This design comes from an exercise in tuning for a short achievable clock period and few clock cycles per item on the open sky130 flow, not from production work.
For this run, only the layout was checked, not whether the RTL still works.
Power and IR drop assume default switching activity.

$ cat design/flow/config.mk
export PLATFORM = sky130hd
export DESIGN_NAME = murmur2_hash_bucket_select
export DESIGN_NICKNAME = murmur2_hash_bucket_select
export VERILOG_FILES = /design/flow/design.v
export SDC_FILE = /design/flow/constraint.sdc
export NUM_CORES = 4
export LEC_CHECK = 0
export CAP_MARGIN = 20
export CORE_MARGIN = 2
export CORE_UTILIZATION = 55
export SETUP_SLACK_MARGIN = 5
export SLEW_MARGIN = 20
$ cat design/flow/flow/run.sh
#!/bin/bash
set -euo pipefail
bash standard.sh SETUP_SLACK_MARGIN=5.7 finish > standard_make.log 2>&1
$ cat design/flow/constraint.sdc
create_clock -name core_clock -period 9.0 [get_ports {clk}]
set_input_delay 1.8000 -clock core_clock [delete_from_list [all_inputs] [get_ports {clk}]]
set_output_delay 1.8000 -clock core_clock [all_outputs]
set_load 0.01 [all_outputs]
$ cat design/flow/design.v
package mhbs_pkg;
  localparam int unsigned HASH_W        = 32;
  localparam int unsigned CNT_W         = 5;
  localparam int unsigned IDX_W         = 4;
  localparam int unsigned KLEN_W        = 8;
  localparam logic [HASH_W-1:0] MIX_MUL    = 32'h5bd1_e995;
  localparam int unsigned       MIX_SHIFT  = 24;
  localparam int unsigned       FIN_SHIFT1 = 13;
  localparam int unsigned       FIN_SHIFT2 = 15;
  localparam logic [HASH_W-1:0] RESET_SEED    = 32'h1234_abcd;
  localparam logic [CNT_W-1:0]  RESET_SERVERS = 5'd2;
  localparam logic [CNT_W-1:0]  MAX_SERVERS   = 5'd16;
  localparam logic CFG_IDX_SEED    = 1'b0;
  localparam logic CFG_IDX_SERVERS = 1'b1;
  localparam int unsigned MOD_BITS   = 4;
  localparam int unsigned MOD_STAGES = HASH_W / MOD_BITS;
  function automatic logic [HASH_W-1:0] mul_m(logic [HASH_W-1:0] x);
    mul_m = x + (x << 2) + (x << 4) - (x << 7) + (x << 9) + (x << 11)
          - (x << 13) + (x << 17) + (x << 20) - (x << 22) - (x << 26)
          - (x << 29) + (x << 31);
  endfunction
  function automatic logic [IDX_W-1:0] mod_step(logic [IDX_W-1:0] rem,
                                                 logic bit_in,
                                                 logic [CNT_W-1:0] div);
    logic [CNT_W-1:0] t;
    t = {rem, bit_in};
    if (t >= div) begin
      t = t - div;
    end
    mod_step = t[IDX_W-1:0];
  endfunction
endpackage
module murmur2_hash_bucket_select (
  input  logic        clk,
  input  logic        rst_n,
  input  logic        in_valid,
  output logic        in_stall,
  input  logic [31:0] in_data_word,
  input  logic [2:0]  in_valid_bytes,
  input  logic        in_last_word,
  input  logic [7:0]  in_key_length,
  output logic        out_valid,
  input  logic        out_stall,
  output logic [3:0]  out_bucket,
  output logic [31:0] out_hash_value,
  input  logic        cfg_valid,
  output logic        cfg_ready,
  input  logic        cfg_index,
  input  logic [31:0] cfg_data
);
  localparam int W  = mhbs_pkg::HASH_W;
  localparam int NS = mhbs_pkg::MOD_STAGES;
  localparam int MB = mhbs_pkg::MOD_BITS;
  localparam int QD   = 48;           
  localparam int QA   = 6;
  localparam int RD   = 32;           
  localparam int RA   = 5;
  localparam int SQ_W = RA + 1;       
  localparam int RW   = 115;          
  localparam int QE_W = 32 + 3 + 1 + 1 + 8 + RA;
  logic [W-1:0]                 seed_r;
  logic [mhbs_pkg::CNT_W-1:0]   servers_r;
  logic [mhbs_pkg::CNT_W-1:0]   div_r;
  always_ff @(posedge clk) begin
    if (!rst_n) begin
      seed_r    <= mhbs_pkg::RESET_SEED;
      servers_r <= mhbs_pkg::RESET_SERVERS;
    end else if (cfg_valid) begin
      if (cfg_index == mhbs_pkg::CFG_IDX_SEED) seed_r <= cfg_data;
      else                                     servers_r <= cfg_data[mhbs_pkg::CNT_W-1:0];
    end
  end
  always_ff @(posedge clk) begin
    if (servers_r == '0)                        div_r <= mhbs_pkg::CNT_W'(1);
    else if (servers_r > mhbs_pkg::MAX_SERVERS) div_r <= mhbs_pkg::MAX_SERVERS;
    else                                        div_r <= servers_r;
  end
  assign cfg_ready = 1'b1;
  logic              in_stall_r;
  logic              in_acc;
  logic              in_key_r, cur_lane_r, pick_r;
  logic [SQ_W-1:0]   seq_r, head_r;
  logic [RA-1:0]     cur_seq_r;
  logic              lane_now;
  logic [RA-1:0]     seq_now;
  assign in_stall = in_stall_r;
  assign in_acc   = in_valid && !in_stall_r;
  assign lane_now = in_key_r ? cur_lane_r : pick_r;
  assign seq_now  = in_key_r ? cur_seq_r : seq_r[RA-1:0];
  logic              i0_v, i0_lane;
  logic [QE_W-1:0]   i0_d;
  always_ff @(posedge clk) begin
    if (!rst_n) begin
      i0_v     <= 1'b0;
      in_key_r <= 1'b0;
      seq_r    <= '0;
    end else begin
      i0_v <= in_acc;
      if (in_acc) begin
        in_key_r <= !in_last_word;
        if (!in_key_r) seq_r <= seq_r + 1'b1;
      end
    end
  end
  always_ff @(posedge clk) begin
    if (in_acc) begin
      cur_lane_r <= lane_now;
      cur_seq_r  <= seq_now;
    end
    i0_lane <= lane_now;
    i0_d    <= {seq_now, in_key_length, !in_key_r, in_last_word,
                in_valid_bytes, in_data_word};
  end
  logic [QE_W-1:0] q_mem0 [QD];
  logic [QE_W-1:0] q_mem1 [QD];
  logic [QA-1:0]   q_wp [2];
  logic [QA-1:0]   q_rp [2];
  logic [QA:0]     q_cnt [2];
  logic            ph_r;              
  logic            q_push [2];
  logic            q_pop  [2];
  for (genvar l = 0; l < 2; l++) begin : g_q
    assign q_push[l] = i0_v && (i0_lane == l);
    assign q_pop[l]  = (ph_r == l) && (q_cnt[l] != '0);
    always_ff @(posedge clk) begin
      if (!rst_n) begin
        q_wp[l]  <= '0;
        q_rp[l]  <= '0;
        q_cnt[l] <= '0;
      end else begin
        if (q_push[l]) q_wp[l] <= (q_wp[l] == QA'(QD - 1)) ? '0 : q_wp[l] + 1'b1;
        if (q_pop[l])  q_rp[l] <= (q_rp[l] == QA'(QD - 1)) ? '0 : q_rp[l] + 1'b1;
        q_cnt[l] <= q_cnt[l] + (q_push[l] ? 1'b1 : 1'b0) - (q_pop[l] ? 1'b1 : 1'b0);
      end
    end
  end
  always_ff @(posedge clk) begin
    if (q_push[0]) q_mem0[q_wp[0]] <= i0_d;
    if (q_push[1]) q_mem1[q_wp[1]] <= i0_d;
  end
  always_ff @(posedge clk) begin
    if (!rst_n) ph_r <= 1'b0;
    else        ph_r <= !ph_r;
  end
  logic [QA:0] occ0, occ1;
  logic        in_key_nxt, lane_nxt;
  assign occ0 = q_cnt[0] + ((i0_v && !i0_lane) ? 1'b1 : 1'b0);
  assign occ1 = q_cnt[1] + ((i0_v &&  i0_lane) ? 1'b1 : 1'b0);
  assign in_key_nxt = in_acc ? !in_last_word : in_key_r;
  assign lane_nxt   = in_acc ? lane_now : cur_lane_r;
  logic full0, full1, rob_full;
  assign full0    = (occ0 >= (QA+1)'(QD - 3));
  assign full1    = (occ1 >= (QA+1)'(QD - 3));
  assign rob_full = ((seq_r - head_r) >= SQ_W'(RD - 3));
  always_ff @(posedge clk) begin
    if (!rst_n) begin
      in_stall_r <= 1'b0;
      pick_r     <= 1'b0;
    end else begin
      if (in_key_nxt) in_stall_r <= lane_nxt ? full1 : full0;
      else            in_stall_r <= (full0 && full1) || rob_full;
      if (occ0 < occ1)      pick_r <= 1'b0;
      else if (occ1 < occ0) pick_r <= 1'b1;
      else                  pick_r <= !pick_r;
    end
  end
  logic            d0_v;
  logic [QE_W-1:0] d0_d;
  always_ff @(posedge clk) begin
    if (!rst_n) d0_v <= 1'b0;
    else        d0_v <= q_pop[0] || q_pop[1];
  end
  always_ff @(posedge clk) begin
    d0_d <= ph_r ? q_mem1[q_rp[1]] : q_mem0[q_rp[0]];
  end
  logic [W-1:0]  d0_w;
  logic [2:0]    d0_nb;
  logic          d0_last, d0_first;
  logic [7:0]    d0_klen;
  logic [RA-1:0] d0_seq;
  assign {d0_seq, d0_klen, d0_first, d0_last, d0_nb, d0_w} = d0_d;
  logic         e1_v, e1_blk, e1_tl, e1_last, e1_first;
  logic [W-1:0] e1_x;
  logic [RW-1:0] e1_kr, t1r;
  logic [7:0]   e1_klen;
  logic [RA-1:0] e1_seq;
  logic [W-1:0] tmask, t1s, t1c;
  always_comb begin
    unique case (d0_nb[1:0])
      2'd1:    tmask = 32'h0000_00ff;
      2'd2:    tmask = 32'h0000_ffff;
      default: tmask = 32'h00ff_ffff;
    endcase
  end
  mhbs_mul_lo u_t1 (.x(d0_w), .r(t1r));
  always_ff @(posedge clk) begin
    if (!rst_n) e1_v <= 1'b0;
    else        e1_v <= d0_v;
  end
  always_ff @(posedge clk) begin
    e1_kr    <= t1r;
    e1_blk   <= d0_nb[2];
    e1_tl    <= !d0_nb[2] && (d0_nb[1:0] != 2'd0);
    e1_x     <= (!d0_nb[2] && (d0_nb[1:0] != 2'd0)) ? (d0_w & tmask) : '0;
    e1_last  <= d0_last;
    e1_first <= d0_first;
    e1_klen  <= d0_klen;
    e1_seq   <= d0_seq;
  end
  logic         e2_v, e2_blk, e2_tl, e2_last, e2_first;
  logic [W-1:0] e2_x, e2_k, e2_init;
  logic [RA-1:0] e2_seq;
  always_ff @(posedge clk) begin
    if (!rst_n) e2_v <= 1'b0;
    else        e2_v <= e1_v;
  end
  mhbs_mul_hi u_t2 (.r(e1_kr), .s(t1s), .c(t1c));
  always_ff @(posedge clk) begin
    e2_k     <= t1s + t1c;
    e2_init  <= seed_r ^ W'(e1_klen);
    e2_x     <= e1_x;
    e2_blk   <= e1_blk;
    e2_tl    <= e1_tl;
    e2_last  <= e1_last;
    e2_first <= e1_first;
    e2_seq   <= e1_seq;
  end
  logic         e3_v, e3_blk, e3_tl, e3_last, e3_first;
  logic [W-1:0] e3_x, e3_init;
  logic [RW-1:0] e3_kr, e3_ir, t3r, t4r;
  logic [RA-1:0] e3_seq;
  logic [W-1:0] t3s, t3c, t4s, t4c;
  mhbs_mul_lo u_t3 (.x(e2_k ^ (e2_k >> mhbs_pkg::MIX_SHIFT)), .r(t3r));
  mhbs_mul_lo u_t4 (.x(e2_init ^ e2_x), .r(t4r));
  always_ff @(posedge clk) begin
    if (!rst_n) e3_v <= 1'b0;
    else        e3_v <= e2_v;
  end
  always_ff @(posedge clk) begin
    e3_kr    <= t3r;
    e3_ir    <= t4r;
    e3_x     <= e2_x;
    e3_init  <= e2_init;
    e3_blk   <= e2_blk;
    e3_tl    <= e2_tl;
    e3_last  <= e2_last;
    e3_first <= e2_first;
    e3_seq   <= e2_seq;
  end
  logic         e4_v, e4_blk, e4_tl, e4_last, e4_first;
  logic [W-1:0] e4_x, e4_init, e4_k, e4_p;
  logic [RA-1:0] e4_seq;
  always_ff @(posedge clk) begin
    if (!rst_n) e4_v <= 1'b0;
    else        e4_v <= e3_v;
  end
  mhbs_mul_hi u_t3h (.r(e3_kr), .s(t3s), .c(t3c));
  mhbs_mul_hi u_t4h (.r(e3_ir), .s(t4s), .c(t4c));
  always_ff @(posedge clk) begin
    e4_k     <= t3s + t3c;
    e4_p     <= t4s + t4c;
    e4_x     <= e3_x;
    e4_init  <= e3_init;
    e4_blk   <= e3_blk;
    e4_tl    <= e3_tl;
    e4_last  <= e3_last;
    e4_first <= e3_first;
    e4_seq   <= e3_seq;
  end
  logic         e5_v, e5_first, e5_mul, e5_last;
  logic [W-1:0] e5_x, e5_y, e5_r;
  logic [RA-1:0] e5_seq;
  always_ff @(posedge clk) begin
    if (!rst_n) begin
      e5_v     <= 1'b0;
      e5_first <= 1'b0;
      e5_mul   <= 1'b0;
      e5_last  <= 1'b0;
    end else begin
      e5_v     <= e4_v;
      e5_first <= e4_v && e4_first;
      e5_mul   <= e4_v && (e4_blk || e4_tl);
      e5_last  <= e4_v && e4_last;
    end
  end
  always_ff @(posedge clk) begin
    e5_x   <= e4_v ? e4_x : '0;
    e5_y   <= (e4_v && e4_blk) ? e4_k : '0;
    e5_seq <= e4_seq;
    if (e4_blk)     e5_r <= e4_p ^ e4_k;
    else if (e4_tl) e5_r <= e4_p;
    else            e5_r <= e4_init;
  end
  logic [W-1:0]  hb_r;                
  logic [RW-1:0] ra_rows, ra_rows_r;
  logic [W-1:0]  ra_hy, ra_y, ra_r;
  logic          ra_first, ra_mul, ra_last;
  logic [RA-1:0] ra_seq;
  mhbs_mul_lo u_lo (.x(hb_r ^ e5_x), .r(ra_rows));
  always_ff @(posedge clk) begin
    if (!rst_n) begin
      ra_first <= 1'b0;
      ra_mul   <= 1'b0;
      ra_last  <= 1'b0;
    end else begin
      ra_first <= e5_first;
      ra_mul   <= e5_mul;
      ra_last  <= e5_last;
    end
  end
  always_ff @(posedge clk) begin
    ra_rows_r <= ra_rows;
    ra_hy     <= hb_r ^ e5_y;
    ra_y      <= e5_y;
    ra_r      <= e5_r;
    ra_seq    <= e5_seq;
  end
  logic [W-1:0] rb_s, rb_c, rb_p, hb_new;
  mhbs_mul_hi u_hi (.r(ra_rows_r), .s(rb_s), .c(rb_c));
  assign rb_p = rb_s + rb_c;
  always_comb begin
    if (ra_first)    hb_new = ra_r;
    else if (ra_mul) hb_new = rb_p ^ ra_y;
    else             hb_new = ra_hy;
  end
  always_ff @(posedge clk) begin
    hb_r <= hb_new;
  end
  logic          fv0, fv1, fv2, fv3;
  logic [W-1:0]  fh0, fz3, fb2;
  logic [RW-1:0] fr1, tfr;
  logic [RA-1:0] fq0, fq1, fq2, fq3;
  logic [W-1:0]  tfs, tfc;
  always_ff @(posedge clk) begin
    if (!rst_n) begin
      fv0 <= 1'b0;
      fv1 <= 1'b0;
      fv2 <= 1'b0;
      fv3 <= 1'b0;
    end else begin
      fv0 <= ra_last;
      fv1 <= fv0;
      fv2 <= fv1;
      fv3 <= fv2;
    end
  end
  mhbs_mul_lo u_tf  (.x(fh0 ^ (fh0 >> mhbs_pkg::FIN_SHIFT1)), .r(tfr));
  mhbs_mul_hi u_tfh (.r(fr1), .s(tfs), .c(tfc));
  always_ff @(posedge clk) begin
    fh0 <= hb_new;
    fq0 <= ra_seq;
    fr1 <= tfr;
    fq1 <= fq0;
    fb2 <= tfs + tfc;
    fq2 <= fq1;
    fz3 <= fb2 ^ (fb2 >> mhbs_pkg::FIN_SHIFT2);
    fq3 <= fq2;
  end
  logic [7:0] dmul_r [1:15];
  always_ff @(posedge clk) begin
    for (int q = 1; q < 16; q++) dmul_r[q] <= 8'(q) * 8'(div_r);
  end
  logic                       rv  [NS+1];
  logic [W-1:0]               rh  [NS+1];
  logic [mhbs_pkg::IDX_W-1:0] rr  [NS+1];
  logic [RA-1:0]              rq  [NS+1];
  assign rv[0] = fv3;
  assign rh[0] = fz3;
  assign rr[0] = '0;
  assign rq[0] = fq3;
  for (genvar s = 0; s < NS; s++) begin : g_mod
    logic [7:0]  t;
    logic [15:0] ge;
    logic [3:0]  nrem;
    always_comb begin
      t = {rr[s], rh[s][W-1-s*MB -: MB]};
      ge[0] = 1'b1;
      for (int q = 1; q < 16; q++) ge[q] = (t >= dmul_r[q]);
      nrem = ge[1] ? '0 : t[3:0];
      for (int q = 1; q < 16; q++) begin
        if (ge[q] && (q == 15 || !ge[(q+1) % 16])) nrem = nrem | (t[3:0] - dmul_r[q][3:0]);
      end
    end
    always_ff @(posedge clk) begin
      if (!rst_n) rv[s+1] <= 1'b0;
      else        rv[s+1] <= rv[s];
    end
    always_ff @(posedge clk) begin
      rh[s+1] <= rh[s];
      rr[s+1] <= nrem;
      rq[s+1] <= rq[s];
    end
  end
  logic [W+mhbs_pkg::IDX_W-1:0] rob_mem [RD];
  logic [RD-1:0]                rob_v;
  logic                         pf_v;
  logic [W+mhbs_pkg::IDX_W-1:0] pf_d;
  logic                         out_valid_r;
  logic [mhbs_pkg::IDX_W-1:0]   out_idx_r;
  logic [W-1:0]                 out_hash_r;
  logic                         load, pf_free, head_v, take;
  assign load    = !out_valid_r || !out_stall;
  assign pf_free = !pf_v || load;
  assign head_v  = rob_v[head_r[RA-1:0]];
  assign take    = pf_free && head_v;
  always_ff @(posedge clk) begin
    if (!rst_n) begin
      rob_v       <= '0;
      head_r      <= '0;
      pf_v        <= 1'b0;
      out_valid_r <= 1'b0;
    end else begin
      for (int i = 0; i < RD; i++) begin
        if (rv[NS] && (rq[NS] == RA'(i)))             rob_v[i] <= 1'b1;
        else if (take && (head_r[RA-1:0] == RA'(i)))  rob_v[i] <= 1'b0;
      end
      if (take)    head_r <= head_r + 1'b1;
      if (pf_free) pf_v <= head_v;
      if (load)    out_valid_r <= pf_v;
    end
  end
  always_ff @(posedge clk) begin
    if (rv[NS])  rob_mem[rq[NS]] <= {rr[NS], rh[NS]};
    if (pf_free) pf_d <= rob_mem[head_r[RA-1:0]];
    if (load)    {out_idx_r, out_hash_r} <= pf_d;
  end
  assign out_valid      = out_valid_r;
  assign out_bucket     = out_idx_r;
  assign out_hash_value = out_hash_r;
endmodule
module mhbs_mul_lo (
  input  logic [31:0] x,
  output logic [114:0] r
);
  logic t1;
  logic t2;
  logic t3;
  logic t4;
  logic t5;
  logic t6;
  logic t7;
  logic t8;
  logic t9;
  logic t10;
  logic t11;
  logic t12;
  logic t13;
  logic t14;
  logic t15;
  logic t16;
  logic t17;
  logic t18;
  logic t19;
  logic t20;
  logic t21;
  logic t22;
  logic t23;
  logic t24;
  logic t25;
  logic t26;
  logic t27;
  logic t28;
  logic t29;
  logic t30;
  logic t31;
  logic t32;
  logic t33;
  logic t34;
  logic t35;
  logic t36;
  logic t37;
  logic t38;
  logic t39;
  logic t40;
  logic t41;
  logic t42;
  logic t43;
  logic t44;
  logic t45;
  logic t46;
  logic t47;
  logic t48;
  logic t49;
  logic t50;
  logic t51;
  logic t52;
  logic t53;
  logic t54;
  logic t55;
  logic t56;
  logic t57;
  logic t58;
  logic t59;
  logic t60;
  logic t61;
  logic t62;
  logic t63;
  logic t64;
  logic t65;
  logic t66;
  logic t67;
  logic t68;
  logic t69;
  logic t70;
  logic t71;
  logic t72;
  logic t73;
  logic t74;
  logic t75;
  logic t76;
  logic t77;
  logic t78;
  logic t79;
  logic t80;
  logic t81;
  logic t82;
  logic t83;
  logic t84;
  logic t85;
  logic t86;
  logic t87;
  logic t88;
  logic t89;
  logic t90;
  logic t91;
  logic t92;
  logic t93;
  logic t94;
  logic t95;
  logic t96;
  logic t97;
  logic t98;
  logic t99;
  logic t100;
  logic t101;
  logic t102;
  logic t103;
  logic t104;
  logic t105;
  logic t106;
  logic t107;
  logic t108;
  logic t109;
  logic t110;
  logic t111;
  logic t112;
  logic t113;
  logic t114;
  logic t115;
  logic t116;
  logic t117;
  logic t118;
  logic t119;
  logic t120;
  logic t121;
  logic t122;
  logic t123;
  logic t124;
  logic t125;
  logic t126;
  logic t127;
  logic t128;
  logic t129;
  logic t130;
  logic t131;
  logic t132;
  logic t133;
  logic t134;
  logic t135;
  logic t136;
  logic t137;
  logic t138;
  logic t139;
  logic t140;
  logic t141;
  logic t142;
  logic t143;
  logic t144;
  logic t145;
  logic t146;
  logic t147;
  logic t148;
  logic t149;
  logic t150;
  logic t151;
  logic t152;
  logic t153;
  logic t154;
  logic t155;
  logic t156;
  logic t157;
  logic t158;
  logic t159;
  logic t160;
  logic t161;
  logic t162;
  logic t163;
  logic t164;
  logic t165;
  logic t166;
  logic t167;
  logic t168;
  logic t169;
  logic t170;
  logic t171;
  logic t172;
  logic t173;
  logic t174;
  logic t175;
  logic t176;
  logic t177;
  logic t178;
  logic t179;
  logic t180;
  logic t181;
  logic t182;
  logic t183;
  logic t184;
  logic t185;
  logic t186;
  logic t187;
  logic t188;
  logic t189;
  logic t190;
  logic t191;
  logic t192;
  logic t193;
  logic t194;
  logic t195;
  logic t196;
  logic t197;
  logic t198;
  logic t199;
  logic t200;
  logic t201;
  logic t202;
  logic t203;
  logic t204;
  logic t205;
  logic t206;
  logic t207;
  logic t208;
  logic t209;
  logic t210;
  logic t211;
  logic t212;
  logic t213;
  logic t214;
  logic t215;
  logic t216;
  logic t217;
  logic t218;
  logic t219;
  logic t220;
  logic t221;
  logic t222;
  logic t223;
  logic t224;
  assign t1 = x[22] ^ x[20] ^ x[18];
  assign t2 = (x[22] & x[20]) | (x[22] & x[18]) | (x[20] & x[18]);
  assign t3 = x[23] ^ x[21] ^ x[19];
  assign t4 = (x[23] & x[21]) | (x[23] & x[19]) | (x[21] & x[19]);
  assign t5 = x[24] ^ x[22] ^ x[20];
  assign t6 = (x[24] & x[22]) | (x[24] & x[20]) | (x[22] & x[20]);
  assign t7 = x[25] ^ x[23] ^ x[21];
  assign t8 = (x[25] & x[23]) | (x[25] & x[21]) | (x[23] & x[21]);
  assign t9 = x[26] ^ x[24] ^ x[22];
  assign t10 = (x[26] & x[24]) | (x[26] & x[22]) | (x[24] & x[22]);
  assign t11 = ~x[19] ^ x[17] ^ x[15];
  assign t12 = (~x[19] & x[17]) | (~x[19] & x[15]) | (x[17] & x[15]);
  assign t13 = x[27] ^ x[25] ^ x[23];
  assign t14 = (x[27] & x[25]) | (x[27] & x[23]) | (x[25] & x[23]);
  assign t15 = ~x[20] ^ x[18] ^ x[16];
  assign t16 = (~x[20] & x[18]) | (~x[20] & x[16]) | (x[18] & x[16]);
  assign t17 = x[28] ^ x[26] ^ x[24];
  assign t18 = (x[28] & x[26]) | (x[28] & x[24]) | (x[26] & x[24]);
  assign t19 = ~x[21] ^ x[19] ^ x[17];
  assign t20 = (~x[21] & x[19]) | (~x[21] & x[17]) | (x[19] & x[17]);
  assign t21 = x[29] ^ x[27] ^ x[25];
  assign t22 = (x[29] & x[27]) | (x[29] & x[25]) | (x[27] & x[25]);
  assign t23 = ~x[22] ^ x[20] ^ x[18];
  assign t24 = (~x[22] & x[20]) | (~x[22] & x[18]) | (x[20] & x[18]);
  assign t25 = ~x[16] ^ x[12] ^ x[9];
  assign t26 = (~x[16] & x[12]) | (~x[16] & x[9]) | (x[12] & x[9]);
  assign t27 = x[30] ^ x[28] ^ x[26];
  assign t28 = (x[30] & x[28]) | (x[30] & x[26]) | (x[28] & x[26]);
  assign t29 = ~x[23] ^ x[21] ^ x[19];
  assign t30 = (~x[23] & x[21]) | (~x[23] & x[19]) | (x[21] & x[19]);
  assign t31 = ~x[17] ^ x[13] ^ x[10];
  assign t32 = (~x[17] & x[13]) | (~x[17] & x[10]) | (x[13] & x[10]);
  assign t33 = x[31] ^ x[29] ^ x[27];
  assign t34 = (x[31] & x[29]) | (x[31] & x[27]) | (x[29] & x[27]);
  assign t35 = ~x[24] ^ x[22] ^ x[20];
  assign t36 = (~x[24] & x[22]) | (~x[24] & x[20]) | (x[22] & x[20]);
  assign t37 = ~x[18] ^ x[14] ^ x[11];
  assign t38 = (~x[18] & x[14]) | (~x[18] & x[11]) | (x[14] & x[11]);
  assign t39 = ~x[9] ^ ~x[5];
  assign t40 = ~x[9] & ~x[5];
  assign t41 = x[13] ^ x[11] ^ x[9];
  assign t42 = (x[13] & x[11]) | (x[13] & x[9]) | (x[11] & x[9]);
  assign t43 = x[14] ^ x[12] ^ x[10];
  assign t44 = (x[14] & x[12]) | (x[14] & x[10]) | (x[12] & x[10]);
  assign t45 = x[15] ^ x[13] ^ x[11];
  assign t46 = (x[15] & x[13]) | (x[15] & x[11]) | (x[13] & x[11]);
  assign t47 = x[16] ^ x[14] ^ x[12];
  assign t48 = (x[16] & x[14]) | (x[16] & x[12]) | (x[14] & x[12]);
  assign t49 = x[17] ^ x[15] ^ x[13];
  assign t50 = (x[17] & x[15]) | (x[17] & x[13]) | (x[15] & x[13]);
  assign t51 = ~x[10] ^ x[8];
  assign t52 = ~x[10] & x[8];
  assign t53 = x[18] ^ x[16] ^ x[14];
  assign t54 = (x[18] & x[16]) | (x[18] & x[14]) | (x[16] & x[14]);
  assign t55 = ~x[11] ^ x[9] ^ x[7];
  assign t56 = (~x[11] & x[9]) | (~x[11] & x[7]) | (x[9] & x[7]);
  assign t57 = x[19] ^ x[17] ^ x[15];
  assign t58 = (x[19] & x[17]) | (x[19] & x[15]) | (x[17] & x[15]);
  assign t59 = ~x[12] ^ x[10] ^ x[8];
  assign t60 = (~x[12] & x[10]) | (~x[12] & x[8]) | (x[10] & x[8]);
  assign t61 = x[20] ^ x[18] ^ x[16];
  assign t62 = (x[20] & x[18]) | (x[20] & x[16]) | (x[18] & x[16]);
  assign t63 = ~x[13] ^ x[11] ^ x[9];
  assign t64 = (~x[13] & x[11]) | (~x[13] & x[9]) | (x[11] & x[9]);
  assign t65 = ~x[7] ^ x[3];
  assign t66 = ~x[7] & x[3];
  assign t67 = x[21] ^ x[19] ^ x[17];
  assign t68 = (x[21] & x[19]) | (x[21] & x[17]) | (x[19] & x[17]);
  assign t69 = ~x[14] ^ x[12] ^ x[10];
  assign t70 = (~x[14] & x[12]) | (~x[14] & x[10]) | (x[12] & x[10]);
  assign t71 = ~x[8] ^ x[4] ^ x[1];
  assign t72 = (~x[8] & x[4]) | (~x[8] & x[1]) | (x[4] & x[1]);
  assign t73 = t1 ^ ~x[15] ^ x[13];
  assign t74 = (t1 & ~x[15]) | (t1 & x[13]) | (~x[15] & x[13]);
  assign t75 = x[11] ^ ~x[9] ^ x[5];
  assign t76 = (x[11] & ~x[9]) | (x[11] & x[5]) | (~x[9] & x[5]);
  assign t77 = x[2] ^ ~x[0] ^ 1'b1;
  assign t78 = (x[2] & ~x[0]) | (x[2] & 1'b1) | (~x[0] & 1'b1);
  assign t79 = t3 ^ ~x[16] ^ x[14];
  assign t80 = (t3 & ~x[16]) | (t3 & x[14]) | (~x[16] & x[14]);
  assign t81 = x[12] ^ ~x[10] ^ x[6];
  assign t82 = (x[12] & ~x[10]) | (x[12] & x[6]) | (~x[10] & x[6]);
  assign t83 = x[3] ^ ~x[1] ^ t2;
  assign t84 = (x[3] & ~x[1]) | (x[3] & t2) | (~x[1] & t2);
  assign t85 = t5 ^ ~x[17] ^ x[15];
  assign t86 = (t5 & ~x[17]) | (t5 & x[15]) | (~x[17] & x[15]);
  assign t87 = x[13] ^ ~x[11] ^ x[7];
  assign t88 = (x[13] & ~x[11]) | (x[13] & x[7]) | (~x[11] & x[7]);
  assign t89 = x[4] ^ ~x[2] ^ t4;
  assign t90 = (x[4] & ~x[2]) | (x[4] & t4) | (~x[2] & t4);
  assign t91 = t7 ^ ~x[18] ^ x[16];
  assign t92 = (t7 & ~x[18]) | (t7 & x[16]) | (~x[18] & x[16]);
  assign t93 = x[14] ^ ~x[12] ^ x[8];
  assign t94 = (x[14] & ~x[12]) | (x[14] & x[8]) | (~x[12] & x[8]);
  assign t95 = x[5] ^ ~x[3] ^ t6;
  assign t96 = (x[5] & ~x[3]) | (x[5] & t6) | (~x[3] & t6);
  assign t97 = t9 ^ t11 ^ ~x[13];
  assign t98 = (t9 & t11) | (t9 & ~x[13]) | (t11 & ~x[13]);
  assign t99 = x[9] ^ x[6] ^ ~x[4];
  assign t100 = (x[9] & x[6]) | (x[9] & ~x[4]) | (x[6] & ~x[4]);
  assign t101 = ~x[0] ^ 1'b1 ^ t8;
  assign t102 = (~x[0] & 1'b1) | (~x[0] & t8) | (1'b1 & t8);
  assign t103 = t13 ^ t15 ^ ~x[14];
  assign t104 = (t13 & t15) | (t13 & ~x[14]) | (t15 & ~x[14]);
  assign t105 = x[10] ^ x[7] ^ ~x[5];
  assign t106 = (x[10] & x[7]) | (x[10] & ~x[5]) | (x[7] & ~x[5]);
  assign t107 = ~x[1] ^ t10 ^ t12;
  assign t108 = (~x[1] & t10) | (~x[1] & t12) | (t10 & t12);
  assign t109 = t17 ^ t19 ^ ~x[15];
  assign t110 = (t17 & t19) | (t17 & ~x[15]) | (t19 & ~x[15]);
  assign t111 = x[11] ^ x[8] ^ ~x[6];
  assign t112 = (x[11] & x[8]) | (x[11] & ~x[6]) | (x[8] & ~x[6]);
  assign t113 = ~x[2] ^ t14 ^ t16;
  assign t114 = (~x[2] & t14) | (~x[2] & t16) | (t14 & t16);
  assign t115 = t21 ^ t23 ^ t25;
  assign t116 = (t21 & t23) | (t21 & t25) | (t23 & t25);
  assign t117 = ~x[7] ^ ~x[3] ^ ~x[0];
  assign t118 = (~x[7] & ~x[3]) | (~x[7] & ~x[0]) | (~x[3] & ~x[0]);
  assign t119 = 1'b1 ^ t18 ^ t20;
  assign t120 = (1'b1 & t18) | (1'b1 & t20) | (t18 & t20);
  assign t121 = t27 ^ t29 ^ t31;
  assign t122 = (t27 & t29) | (t27 & t31) | (t29 & t31);
  assign t123 = ~x[8] ^ ~x[4] ^ ~x[1];
  assign t124 = (~x[8] & ~x[4]) | (~x[8] & ~x[1]) | (~x[4] & ~x[1]);
  assign t125 = t22 ^ t24 ^ t26;
  assign t126 = (t22 & t24) | (t22 & t26) | (t24 & t26);
  assign t127 = t33 ^ t35 ^ t37;
  assign t128 = (t33 & t35) | (t33 & t37) | (t35 & t37);
  assign t129 = t39 ^ ~x[2] ^ x[0];
  assign t130 = (t39 & ~x[2]) | (t39 & x[0]) | (~x[2] & x[0]);
  assign t131 = t28 ^ t30 ^ t32;
  assign t132 = (t28 & t30) | (t28 & t32) | (t30 & t32);
  assign t133 = x[7] ^ x[5];
  assign t134 = x[7] & x[5];
  assign t135 = x[8] ^ x[6];
  assign t136 = x[8] & x[6];
  assign t137 = x[9] ^ x[7] ^ x[5];
  assign t138 = (x[9] & x[7]) | (x[9] & x[5]) | (x[7] & x[5]);
  assign t139 = x[10] ^ x[8] ^ x[6];
  assign t140 = (x[10] & x[8]) | (x[10] & x[6]) | (x[8] & x[6]);
  assign t141 = x[11] ^ x[9] ^ x[7];
  assign t142 = (x[11] & x[9]) | (x[11] & x[7]) | (x[9] & x[7]);
  assign t143 = ~x[4] ^ x[2];
  assign t144 = ~x[4] & x[2];
  assign t145 = x[12] ^ x[10] ^ x[8];
  assign t146 = (x[12] & x[10]) | (x[12] & x[8]) | (x[10] & x[8]);
  assign t147 = ~x[5] ^ x[3] ^ x[1];
  assign t148 = (~x[5] & x[3]) | (~x[5] & x[1]) | (x[3] & x[1]);
  assign t149 = t41 ^ ~x[6] ^ x[4];
  assign t150 = (t41 & ~x[6]) | (t41 & x[4]) | (~x[6] & x[4]);
  assign t151 = x[2] ^ ~x[0] ^ 1'b1;
  assign t152 = (x[2] & ~x[0]) | (x[2] & 1'b1) | (~x[0] & 1'b1);
  assign t153 = t43 ^ ~x[7] ^ x[5];
  assign t154 = (t43 & ~x[7]) | (t43 & x[5]) | (~x[7] & x[5]);
  assign t155 = x[3] ^ ~x[1] ^ t42;
  assign t156 = (x[3] & ~x[1]) | (x[3] & t42) | (~x[1] & t42);
  assign t157 = t45 ^ ~x[8] ^ x[6];
  assign t158 = (t45 & ~x[8]) | (t45 & x[6]) | (~x[8] & x[6]);
  assign t159 = x[4] ^ ~x[2] ^ t44;
  assign t160 = (x[4] & ~x[2]) | (x[4] & t44) | (~x[2] & t44);
  assign t161 = t47 ^ ~x[9] ^ x[7];
  assign t162 = (t47 & ~x[9]) | (t47 & x[7]) | (~x[9] & x[7]);
  assign t163 = x[5] ^ ~x[3] ^ t46;
  assign t164 = (x[5] & ~x[3]) | (x[5] & t46) | (~x[3] & t46);
  assign t165 = t49 ^ t51 ^ x[6];
  assign t166 = (t49 & t51) | (t49 & x[6]) | (t51 & x[6]);
  assign t167 = ~x[4] ^ x[0] ^ t48;
  assign t168 = (~x[4] & x[0]) | (~x[4] & t48) | (x[0] & t48);
  assign t169 = t53 ^ t55 ^ ~x[5];
  assign t170 = (t53 & t55) | (t53 & ~x[5]) | (t55 & ~x[5]);
  assign t171 = x[1] ^ t50 ^ t52;
  assign t172 = (x[1] & t50) | (x[1] & t52) | (t50 & t52);
  assign t173 = t57 ^ t59 ^ ~x[6];
  assign t174 = (t57 & t59) | (t57 & ~x[6]) | (t59 & ~x[6]);
  assign t175 = x[2] ^ t54 ^ t56;
  assign t176 = (x[2] & t54) | (x[2] & t56) | (t54 & t56);
  assign t177 = t61 ^ t63 ^ t65;
  assign t178 = (t61 & t63) | (t61 & t65) | (t63 & t65);
  assign t179 = x[0] ^ t58 ^ t60;
  assign t180 = (x[0] & t58) | (x[0] & t60) | (t58 & t60);
  assign t181 = t67 ^ t69 ^ t71;
  assign t182 = (t67 & t69) | (t67 & t71) | (t69 & t71);
  assign t183 = t62 ^ t64 ^ t66;
  assign t184 = (t62 & t64) | (t62 & t66) | (t64 & t66);
  assign t185 = t73 ^ t75 ^ t77;
  assign t186 = (t73 & t75) | (t73 & t77) | (t75 & t77);
  assign t187 = t68 ^ t70 ^ t72;
  assign t188 = (t68 & t70) | (t68 & t72) | (t70 & t72);
  assign t189 = t79 ^ t81 ^ t83;
  assign t190 = (t79 & t81) | (t79 & t83) | (t81 & t83);
  assign t191 = t74 ^ t76 ^ t78;
  assign t192 = (t74 & t76) | (t74 & t78) | (t76 & t78);
  assign t193 = t85 ^ t87 ^ t89;
  assign t194 = (t85 & t87) | (t85 & t89) | (t87 & t89);
  assign t195 = t80 ^ t82 ^ t84;
  assign t196 = (t80 & t82) | (t80 & t84) | (t82 & t84);
  assign t197 = t91 ^ t93 ^ t95;
  assign t198 = (t91 & t93) | (t91 & t95) | (t93 & t95);
  assign t199 = t86 ^ t88 ^ t90;
  assign t200 = (t86 & t88) | (t86 & t90) | (t88 & t90);
  assign t201 = t97 ^ t99 ^ t101;
  assign t202 = (t97 & t99) | (t97 & t101) | (t99 & t101);
  assign t203 = t92 ^ t94 ^ t96;
  assign t204 = (t92 & t94) | (t92 & t96) | (t94 & t96);
  assign t205 = t103 ^ t105 ^ t107;
  assign t206 = (t103 & t105) | (t103 & t107) | (t105 & t107);
  assign t207 = t98 ^ t100 ^ t102;
  assign t208 = (t98 & t100) | (t98 & t102) | (t100 & t102);
  assign t209 = t109 ^ t111 ^ t113;
  assign t210 = (t109 & t111) | (t109 & t113) | (t111 & t113);
  assign t211 = t104 ^ t106 ^ t108;
  assign t212 = (t104 & t106) | (t104 & t108) | (t106 & t108);
  assign t213 = t115 ^ t117 ^ t119;
  assign t214 = (t115 & t117) | (t115 & t119) | (t117 & t119);
  assign t215 = t110 ^ t112 ^ t114;
  assign t216 = (t110 & t112) | (t110 & t114) | (t112 & t114);
  assign t217 = t121 ^ t123 ^ t125;
  assign t218 = (t121 & t123) | (t121 & t125) | (t123 & t125);
  assign t219 = t116 ^ t118 ^ t120;
  assign t220 = (t116 & t118) | (t116 & t120) | (t118 & t120);
  assign t221 = t127 ^ t129 ^ t131;
  assign t222 = (t127 & t129) | (t127 & t131) | (t129 & t131);
  assign t223 = t122 ^ t124 ^ t126;
  assign t224 = (t122 & t124) | (t122 & t126) | (t124 & t126);
  assign r[0] = x[0];
  assign r[1] = x[1];
  assign r[2] = x[2];
  assign r[3] = x[0];
  assign r[4] = x[3];
  assign r[5] = x[1];
  assign r[6] = x[4];
  assign r[7] = x[2];
  assign r[8] = x[0];
  assign r[9] = x[5];
  assign r[10] = x[3];
  assign r[11] = x[1];
  assign r[12] = x[6];
  assign r[13] = x[4];
  assign r[14] = x[2];
  assign r[15] = t133;
  assign r[16] = x[3];
  assign r[17] = ~x[0];
  assign r[18] = 1'b1;
  assign r[19] = t135;
  assign r[20] = x[4];
  assign r[21] = ~x[1];
  assign r[22] = t134;
  assign r[23] = t137;
  assign r[24] = ~x[2];
  assign r[25] = x[0];
  assign r[26] = t136;
  assign r[27] = t139;
  assign r[28] = ~x[3];
  assign r[29] = x[1];
  assign r[30] = t138;
  assign r[31] = t141;
  assign r[32] = t143;
  assign r[33] = x[0];
  assign r[34] = t140;
  assign r[35] = t145;
  assign r[36] = t147;
  assign r[37] = t142;
  assign r[38] = t144;
  assign r[39] = t149;
  assign r[40] = t151;
  assign r[41] = t146;
  assign r[42] = t148;
  assign r[43] = t153;
  assign r[44] = t155;
  assign r[45] = t150;
  assign r[46] = t152;
  assign r[47] = t157;
  assign r[48] = t159;
  assign r[49] = t154;
  assign r[50] = t156;
  assign r[51] = t161;
  assign r[52] = t163;
  assign r[53] = t158;
  assign r[54] = t160;
  assign r[55] = t165;
  assign r[56] = t167;
  assign r[57] = t162;
  assign r[58] = t164;
  assign r[59] = t169;
  assign r[60] = t171;
  assign r[61] = t166;
  assign r[62] = t168;
  assign r[63] = t173;
  assign r[64] = t175;
  assign r[65] = t170;
  assign r[66] = t172;
  assign r[67] = t177;
  assign r[68] = t179;
  assign r[69] = t174;
  assign r[70] = t176;
  assign r[71] = t181;
  assign r[72] = t183;
  assign r[73] = t178;
  assign r[74] = t180;
  assign r[75] = t185;
  assign r[76] = t187;
  assign r[77] = t182;
  assign r[78] = t184;
  assign r[79] = t189;
  assign r[80] = t191;
  assign r[81] = t186;
  assign r[82] = t188;
  assign r[83] = t193;
  assign r[84] = t195;
  assign r[85] = t190;
  assign r[86] = t192;
  assign r[87] = t197;
  assign r[88] = t199;
  assign r[89] = t194;
  assign r[90] = t196;
  assign r[91] = t201;
  assign r[92] = t203;
  assign r[93] = t198;
  assign r[94] = t200;
  assign r[95] = t205;
  assign r[96] = t207;
  assign r[97] = t202;
  assign r[98] = t204;
  assign r[99] = t209;
  assign r[100] = t211;
  assign r[101] = t206;
  assign r[102] = t208;
  assign r[103] = t213;
  assign r[104] = t215;
  assign r[105] = t210;
  assign r[106] = t212;
  assign r[107] = t217;
  assign r[108] = t219;
  assign r[109] = t214;
  assign r[110] = t216;
  assign r[111] = t221;
  assign r[112] = t223;
  assign r[113] = t218;
  assign r[114] = t220;
endmodule
module mhbs_mul_hi (
  input  logic [114:0] r,
  output logic [31:0] s,
  output logic [31:0] c
);
  logic t1;
  logic t2;
  logic t3;
  logic t4;
  logic t5;
  logic t6;
  logic t7;
  logic t8;
  logic t9;
  logic t10;
  logic t11;
  logic t12;
  logic t13;
  logic t14;
  logic t15;
  logic t16;
  logic t17;
  logic t18;
  logic t19;
  logic t20;
  logic t21;
  logic t22;
  logic t23;
  logic t24;
  logic t25;
  logic t26;
  logic t27;
  logic t28;
  logic t29;
  logic t30;
  logic t31;
  logic t32;
  logic t33;
  logic t34;
  logic t35;
  logic t36;
  logic t37;
  logic t38;
  logic t39;
  logic t40;
  logic t41;
  logic t42;
  logic t43;
  logic t44;
  logic t45;
  logic t46;
  logic t47;
  logic t48;
  logic t49;
  logic t50;
  logic t51;
  logic t52;
  logic t53;
  logic t54;
  logic t55;
  logic t56;
  logic t57;
  logic t58;
  logic t59;
  logic t60;
  logic t61;
  logic t62;
  logic t63;
  logic t64;
  logic t65;
  logic t66;
  logic t67;
  logic t68;
  logic t69;
  logic t70;
  logic t71;
  logic t72;
  logic t73;
  logic t74;
  logic t75;
  logic t76;
  logic t77;
  logic t78;
  logic t79;
  logic t80;
  logic t81;
  logic t82;
  logic t83;
  logic t84;
  logic t85;
  logic t86;
  logic t87;
  logic t88;
  logic t89;
  logic t90;
  logic t91;
  logic t92;
  logic t93;
  logic t94;
  logic t95;
  logic t96;
  logic t97;
  logic t98;
  logic t99;
  logic t100;
  logic t101;
  logic t102;
  logic t103;
  logic t104;
  logic t105;
  logic t106;
  assign t1 = r[15] ^ r[16];
  assign t2 = r[15] & r[16];
  assign t3 = r[19] ^ r[20] ^ r[21];
  assign t4 = (r[19] & r[20]) | (r[19] & r[21]) | (r[20] & r[21]);
  assign t5 = r[23] ^ r[24] ^ r[25];
  assign t6 = (r[23] & r[24]) | (r[23] & r[25]) | (r[24] & r[25]);
  assign t7 = r[27] ^ r[28] ^ r[29];
  assign t8 = (r[27] & r[28]) | (r[27] & r[29]) | (r[28] & r[29]);
  assign t9 = r[31] ^ r[32] ^ r[33];
  assign t10 = (r[31] & r[32]) | (r[31] & r[33]) | (r[32] & r[33]);
  assign t11 = r[35] ^ r[36] ^ r[37];
  assign t12 = (r[35] & r[36]) | (r[35] & r[37]) | (r[36] & r[37]);
  assign t13 = r[39] ^ r[40] ^ r[41];
  assign t14 = (r[39] & r[40]) | (r[39] & r[41]) | (r[40] & r[41]);
  assign t15 = r[43] ^ r[44] ^ r[45];
  assign t16 = (r[43] & r[44]) | (r[43] & r[45]) | (r[44] & r[45]);
  assign t17 = r[47] ^ r[48] ^ r[49];
  assign t18 = (r[47] & r[48]) | (r[47] & r[49]) | (r[48] & r[49]);
  assign t19 = r[51] ^ r[52] ^ r[53];
  assign t20 = (r[51] & r[52]) | (r[51] & r[53]) | (r[52] & r[53]);
  assign t21 = r[55] ^ r[56] ^ r[57];
  assign t22 = (r[55] & r[56]) | (r[55] & r[57]) | (r[56] & r[57]);
  assign t23 = r[59] ^ r[60] ^ r[61];
  assign t24 = (r[59] & r[60]) | (r[59] & r[61]) | (r[60] & r[61]);
  assign t25 = r[63] ^ r[64] ^ r[65];
  assign t26 = (r[63] & r[64]) | (r[63] & r[65]) | (r[64] & r[65]);
  assign t27 = r[67] ^ r[68] ^ r[69];
  assign t28 = (r[67] & r[68]) | (r[67] & r[69]) | (r[68] & r[69]);
  assign t29 = r[71] ^ r[72] ^ r[73];
  assign t30 = (r[71] & r[72]) | (r[71] & r[73]) | (r[72] & r[73]);
  assign t31 = r[75] ^ r[76] ^ r[77];
  assign t32 = (r[75] & r[76]) | (r[75] & r[77]) | (r[76] & r[77]);
  assign t33 = r[79] ^ r[80] ^ r[81];
  assign t34 = (r[79] & r[80]) | (r[79] & r[81]) | (r[80] & r[81]);
  assign t35 = r[83] ^ r[84] ^ r[85];
  assign t36 = (r[83] & r[84]) | (r[83] & r[85]) | (r[84] & r[85]);
  assign t37 = r[87] ^ r[88] ^ r[89];
  assign t38 = (r[87] & r[88]) | (r[87] & r[89]) | (r[88] & r[89]);
  assign t39 = r[91] ^ r[92] ^ r[93];
  assign t40 = (r[91] & r[92]) | (r[91] & r[93]) | (r[92] & r[93]);
  assign t41 = r[95] ^ r[96] ^ r[97];
  assign t42 = (r[95] & r[96]) | (r[95] & r[97]) | (r[96] & r[97]);
  assign t43 = r[99] ^ r[100] ^ r[101];
  assign t44 = (r[99] & r[100]) | (r[99] & r[101]) | (r[100] & r[101]);
  assign t45 = r[103] ^ r[104] ^ r[105];
  assign t46 = (r[103] & r[104]) | (r[103] & r[105]) | (r[104] & r[105]);
  assign t47 = r[107] ^ r[108] ^ r[109];
  assign t48 = (r[107] & r[108]) | (r[107] & r[109]) | (r[108] & r[109]);
  assign t49 = r[111] ^ r[112] ^ r[113];
  assign t50 = (r[111] & r[112]) | (r[111] & r[113]) | (r[112] & r[113]);
  assign t51 = r[6] ^ r[7];
  assign t52 = r[6] & r[7];
  assign t53 = r[9] ^ r[10] ^ r[11];
  assign t54 = (r[9] & r[10]) | (r[9] & r[11]) | (r[10] & r[11]);
  assign t55 = r[12] ^ r[13] ^ r[14];
  assign t56 = (r[12] & r[13]) | (r[12] & r[14]) | (r[13] & r[14]);
  assign t57 = t1 ^ r[17] ^ r[18];
  assign t58 = (t1 & r[17]) | (t1 & r[18]) | (r[17] & r[18]);
  assign t59 = t3 ^ r[22] ^ t2;
  assign t60 = (t3 & r[22]) | (t3 & t2) | (r[22] & t2);
  assign t61 = t5 ^ r[26] ^ t4;
  assign t62 = (t5 & r[26]) | (t5 & t4) | (r[26] & t4);
  assign t63 = t7 ^ r[30] ^ t6;
  assign t64 = (t7 & r[30]) | (t7 & t6) | (r[30] & t6);
  assign t65 = t9 ^ r[34] ^ t8;
  assign t66 = (t9 & r[34]) | (t9 & t8) | (r[34] & t8);
  assign t67 = t11 ^ r[38] ^ t10;
  assign t68 = (t11 & r[38]) | (t11 & t10) | (r[38] & t10);
  assign t69 = t13 ^ r[42] ^ t12;
  assign t70 = (t13 & r[42]) | (t13 & t12) | (r[42] & t12);
  assign t71 = t15 ^ r[46] ^ t14;
  assign t72 = (t15 & r[46]) | (t15 & t14) | (r[46] & t14);
  assign t73 = t17 ^ r[50] ^ t16;
  assign t74 = (t17 & r[50]) | (t17 & t16) | (r[50] & t16);
  assign t75 = t19 ^ r[54] ^ t18;
  assign t76 = (t19 & r[54]) | (t19 & t18) | (r[54] & t18);
  assign t77 = t21 ^ r[58] ^ t20;
  assign t78 = (t21 & r[58]) | (t21 & t20) | (r[58] & t20);
  assign t79 = t23 ^ r[62] ^ t22;
  assign t80 = (t23 & r[62]) | (t23 & t22) | (r[62] & t22);
  assign t81 = t25 ^ r[66] ^ t24;
  assign t82 = (t25 & r[66]) | (t25 & t24) | (r[66] & t24);
  assign t83 = t27 ^ r[70] ^ t26;
  assign t84 = (t27 & r[70]) | (t27 & t26) | (r[70] & t26);
  assign t85 = t29 ^ r[74] ^ t28;
  assign t86 = (t29 & r[74]) | (t29 & t28) | (r[74] & t28);
  assign t87 = t31 ^ r[78] ^ t30;
  assign t88 = (t31 & r[78]) | (t31 & t30) | (r[78] & t30);
  assign t89 = t33 ^ r[82] ^ t32;
  assign t90 = (t33 & r[82]) | (t33 & t32) | (r[82] & t32);
  assign t91 = t35 ^ r[86] ^ t34;
  assign t92 = (t35 & r[86]) | (t35 & t34) | (r[86] & t34);
  assign t93 = t37 ^ r[90] ^ t36;
  assign t94 = (t37 & r[90]) | (t37 & t36) | (r[90] & t36);
  assign t95 = t39 ^ r[94] ^ t38;
  assign t96 = (t39 & r[94]) | (t39 & t38) | (r[94] & t38);
  assign t97 = t41 ^ r[98] ^ t40;
  assign t98 = (t41 & r[98]) | (t41 & t40) | (r[98] & t40);
  assign t99 = t43 ^ r[102] ^ t42;
  assign t100 = (t43 & r[102]) | (t43 & t42) | (r[102] & t42);
  assign t101 = t45 ^ r[106] ^ t44;
  assign t102 = (t45 & r[106]) | (t45 & t44) | (r[106] & t44);
  assign t103 = t47 ^ r[110] ^ t46;
  assign t104 = (t47 & r[110]) | (t47 & t46) | (r[110] & t46);
  assign t105 = t49 ^ r[114] ^ t48;
  assign t106 = (t49 & r[114]) | (t49 & t48) | (r[114] & t48);
  assign s[0] = r[0];
  assign c[0] = 1'b0;
  assign s[1] = r[1];
  assign c[1] = 1'b0;
  assign s[2] = r[2];
  assign c[2] = r[3];
  assign s[3] = r[4];
  assign c[3] = r[5];
  assign s[4] = t51;
  assign c[4] = r[8];
  assign s[5] = t53;
  assign c[5] = t52;
  assign s[6] = t55;
  assign c[6] = t54;
  assign s[7] = t57;
  assign c[7] = t56;
  assign s[8] = t59;
  assign c[8] = t58;
  assign s[9] = t61;
  assign c[9] = t60;
  assign s[10] = t63;
  assign c[10] = t62;
  assign s[11] = t65;
  assign c[11] = t64;
  assign s[12] = t67;
  assign c[12] = t66;
  assign s[13] = t69;
  assign c[13] = t68;
  assign s[14] = t71;
  assign c[14] = t70;
  assign s[15] = t73;
  assign c[15] = t72;
  assign s[16] = t75;
  assign c[16] = t74;
  assign s[17] = t77;
  assign c[17] = t76;
  assign s[18] = t79;
  assign c[18] = t78;
  assign s[19] = t81;
  assign c[19] = t80;
  assign s[20] = t83;
  assign c[20] = t82;
  assign s[21] = t85;
  assign c[21] = t84;
  assign s[22] = t87;
  assign c[22] = t86;
  assign s[23] = t89;
  assign c[23] = t88;
  assign s[24] = t91;
  assign c[24] = t90;
  assign s[25] = t93;
  assign c[25] = t92;
  assign s[26] = t95;
  assign c[26] = t94;
  assign s[27] = t97;
  assign c[27] = t96;
  assign s[28] = t99;
  assign c[28] = t98;
  assign s[29] = t101;
  assign c[29] = t100;
  assign s[30] = t103;
  assign c[30] = t102;
  assign s[31] = t105;
  assign c[31] = t104;
endmodule
$ cat design/flow/standard.sh
#!/bin/bash
# synth_recipe.tcl (not shown) runs the flow's synth.tcl, then flattens the netlist and writes it again
# the make line also repeats each setting of config.mk as NAME=value (left out here)
make -C /OpenROAD-flow-scripts/flow DESIGN_CONFIG=/design/flow/config.mk WORK_HOME=/design/flow/orfs CLKGATE_MAP_FILE= SYNTH_SCRIPT=/design/flow/synth_recipe.tcl "${@:-finish}"
==> run notes <==
## flip-flops by register name, summed over array words and instances (netlist names), 36 cells and up, named ones only
name	count
rh	256
d0_d	50
q_mem1	2400
ra_rows_r	101
rq	40
i0_d	50
e3_kr	101
pf_d	36
rob_mem	1152
e1_kr	101
e3_ir	101
q_mem0	2400
dmul_r	43
fr1	101
## metal layers
layer | up-vias | GRT usage | part of all wire | routed length (µm)
li1 | 66700 | - | - | -
met1 | 86400 | 0.438 | 0.41 | 361000
met2 | 6632 | 0.493 | 0.48 | 425000
met3 | 1207 | 0.0370 | 0.073 | 63700
met4 | 8 | 0.0800 | 0.032 | 28400
met5 | - | 0 | 0.000063 | 55
## through the flow
stage | area, µm² | setup WS [ns] | total power, µW
after CTS | 358000 | 5.01 | 138000
final | 361000 | 5.09 | 140000
after detailed placement | 327000 | 3.44 | 99000
after floorplan | 315000 | 5.13 | 82400
after global placement | 327000 | 3.45 | 98800
after global routing | 361000 | 4.96 | 148000
## path summary, 6_finish.rpt
kind / to / slack [ns] / depth (start not counted)
worst max-delay path: fb2[31] / 5.09 / 12
worst min-delay path: rh[7][26] / 0.28 / 0
worst max register to register: fb2[31] / 5.09 / 12
worst min register to register: rh[7][26] / 0.28 / 0
## cells by family after synthesis
kind of cell	Yosys count	share of synthesized area
compound gates	1588	0.0319
simple gates	1571	0.0232
flops	7815	0.690
xor+xnor	570	0.0159
other cells	1	0.0000119
buf+inv	1336	0.0162
mux	1987	0.138
fa+ha+maj	1662	0.0849
## timing repair
action                                   CTS  global route
gates resized for setup                  736           300
endpoints found under the hold margin      0             0
hold buffers                               0             0
setup buffers                            169            67
endpoints found under the setup margin  2719          1011
gates cloned                              41             8
pin swaps                                214           140
## worst max-delay path, cell delays in order (launching register included)
cell and delay (ns):
dfxtp_2 0.32, fa_1 0.56, fa_2 0.47, ha_4 0.26, a21o_1 0.15, a211o_1 0.27
o31a_1 0.35, a22o_4 0.26, a41o_1 0.27, or4_4 0.42, a41o_1 0.25, a21oi_2 0.15
xnor2_1 0.07
## synthesized netlist by cell type, drive strengths merged (10+ instances only)
cell     instances
xnor2          332
nor2b          112
o211ai          16
a21o           185
nor4            12
nand3b          14
o21a           156
nor3            89
nor2           417
ha             882
nand4           22
o21bai          21
o31a            11
a211o           16
mux2i          115
a31oi           25
o21ai          398
and3            58
xor2           238
o31ai           11
o2bb2ai         15
inv            781
or3             24
o22ai           21
mux4          1867
nand2b          61
buf            194
or4             15
a21oi          463
fa             780
a2111oi         39
dfxtp         1786
clkbuf         361
and2            81
o221ai          11
a31o            10
a21boi          26
nand3           87
a22oi           19
edfxtp        6029
a211oi          68
or2             16
nand2          542
## final cells by class
class                   instances  area share
diodes                         59    0.000409
clock buffers                1062      0.0593
flip-flops and latches       7815       0.602
well taps                    7533      0.0261
repair buffers                816      0.0252
clock inverters               387      0.0124
multi-input cells            7387       0.266
inverters                     781     0.00820
## power by group
group / leakage (µW) / total, µW / switching (µW) / internal [µW]
clock network: 0.0126 / 32700 / 13800 / 18900
registers: 0.0693 / 47600 / 3720 / 43800
logic: 0.0404 / 60100 / 32500 / 27600
total: 0.122 / 140000 / 50000 / 90300
==> key figures <==
STA
  – Tightest Pin Transition: 1.19 ns
  – Total setup violations reported at the end of the flow: 0
  – RSZ-0062 raised after global routing: yes
  – Final cycle utilization of the critical path: 0.434
  – Largest clock skew in the final design: 0.115 ns
  – Relative slew slack: 0.206
  – Total count of max-transition violations in the final report: 0
  – Final-layout setup total negative slack: 0 ns
  – Hold Violations, Final: 0
  – Maximum operating frequency: 256 MHz
  – Hold slack: 0.284 ns
  – Min Clock Period, post-route: 3.91 ns

Global route
  – Global router's overall resource usage: 0.302
  – First-pass GRT wire length: 1230000 µm
  – Vias in the first global route: 160000
  – Pin count of the biggest net entering global routing: 98
  – Initial antenna violation count: 46
  – Grt total ovfl: 0

CTS
  – Clock tree from TritonCTS: yes
  – Library cell used as clock root buffer: clkbuf_16
  – Worst-skew pair later-pin latency: 1.13 ns
  – Total number of clock tree sinks: 7815
  – Clock buffer count from CTS: 776
  – Maximum clock insertion buffer count: 4
  – H-tree depth: 6
  – Clk pin slew, worst setup/hold paths: 0.06 ns

Routing
  – Post-route antenna net violation count: 0
  – Wire per inst: 34.0 µm
  – Via-per-instance ratio: 6.23
  – Sum of routed wire length over all layers: 877000 µm
  – First-pass DRT Iterations: 6
  – Number of vias after detailed routing: 161000
  – Initial detailed-routing violation count: 18500
  – DRC Markers: 0

Floorplan
  – Initial core utilization: 0.552
  – DIE HEIGHT: 760 µm
  – Number of rows created at floorplan: 277
  – Core area: 569000 µm²
  – Die outline width: 760 µm
  – Die Area: 577000 µm²
  – Top-Level Pins: 121

Hold path
  – Path type of the worst min-delay path: reg2reg
  – Start point of the worst min-delay path: rh[6][26]

Placement
  – Estimated wirelength of the detail-placed design: 497000 µm
  – Final weighted congestion in routability-driven placement: 0.882
  – Buffers added on ports: 119
  – Cell count after placement: 24000

Finish
  – Layout cells sized above 1: 0.244
  – Area of combinational cells with multiple inputs: 96000 µm²
  – Most frequent cells in the layout: 6029 x edfxtp_1, 1867 x mux4_2, 1650 x dfxtp_1
  – Sequential standard cell area: 217000 µm²
  – Final net count: 19300
  – Most frequent standard cell in the layout excluding fill and tap cells: edfxtp_1
  – Final non-filler cell total: 25800
  – Core utilization of the finished layout: 0.634
  – Filler cells: 39700
  – Area grow syn2layout: 14.8%

Synth
  – Syn. warnings: 11
  – Number of standard cells after synthesis: 16500
  – Largest area contributor in the netlist: edfxtp_1
  – Number of synthesized register bits: 7815
  – Most used flip-flop cell after synthesis: edfxtp_1
  – Cell types occupying the most area after synthesis: edfxtp_1 58%, mux4_2 13%, dfxtp_1 11%
  – Fraction of registers with async set or reset after synthesis: 0
  – Post-synthesis instance area: 314000 µm²
  – Number of library cell types mapped by synthesis: 85
  – Share of Yosys cell area claimed by the top area cell type: 0.576
  – Share of synthesized area occupied by flip-flops and latches: 0.690
  – Synthesized area per cell: 19.0 µm²
  – Net Count, Synth: 18300
  – EDFF count, synth: 6029

Critical path
  – Crit-path max FO: 2
  – Required time at the endpoint of the critical path: 9.96 ns
  – Data arrival at the endpoint of the critical path: 4.87 ns
  – Origin of the worst setup path: fr1[52]
  – Kind of critical path: reg2reg
  – Start of the worst register-to-register path: fr1[52]
  – Startpoint Class: flip-flop
  – Element type at the critical path end: flip-flop

Power and ir drop
  – Pwr Density: 389 nW/µm²
  – Peak supply drop: 0.631 mV
  – Leakage: 0.122 µW

Status
  – Result of the run: timing/DRC/antenna clean

Job
  – Number of violations of the max-capacitance limit: 0

[re-timing with driven ports]
In the flow no input, the clock included, has a driving cell. The finished layout below was timed again as built, in two steps. Step 1 (the two cells are an assumption about what drives the block):
set clk [get_ports {clk}]
set_driving_cell -lib_cell sky130_fd_sc_hd__clkbuf_16 $clk
set_driving_cell -lib_cell sky130_fd_sc_hd__buf_2 [delete_from_list [all_inputs] $clk]
Step 2 adds t to the input delays and takes it off the output delays; t is the mean of the earliest and latest rising clock arrival at the registers after step 1. Input paths then give back, and output paths get back, about the clock's delay inside the block. Three values: ideal ports, drivers, drivers and shift; two values: the first two.
t, ns: 1.201
slack for setup (ns): 5.091 / 5.091 / 4.724
worst setup path at the end: input to register
latest minus earliest clock arrival (ns): 0.132 / 0.132
After both steps setup and hold are still met in this run. The setup slack of this run moves by 0.000 ns with the drivers and by -0.367 ns with both steps.
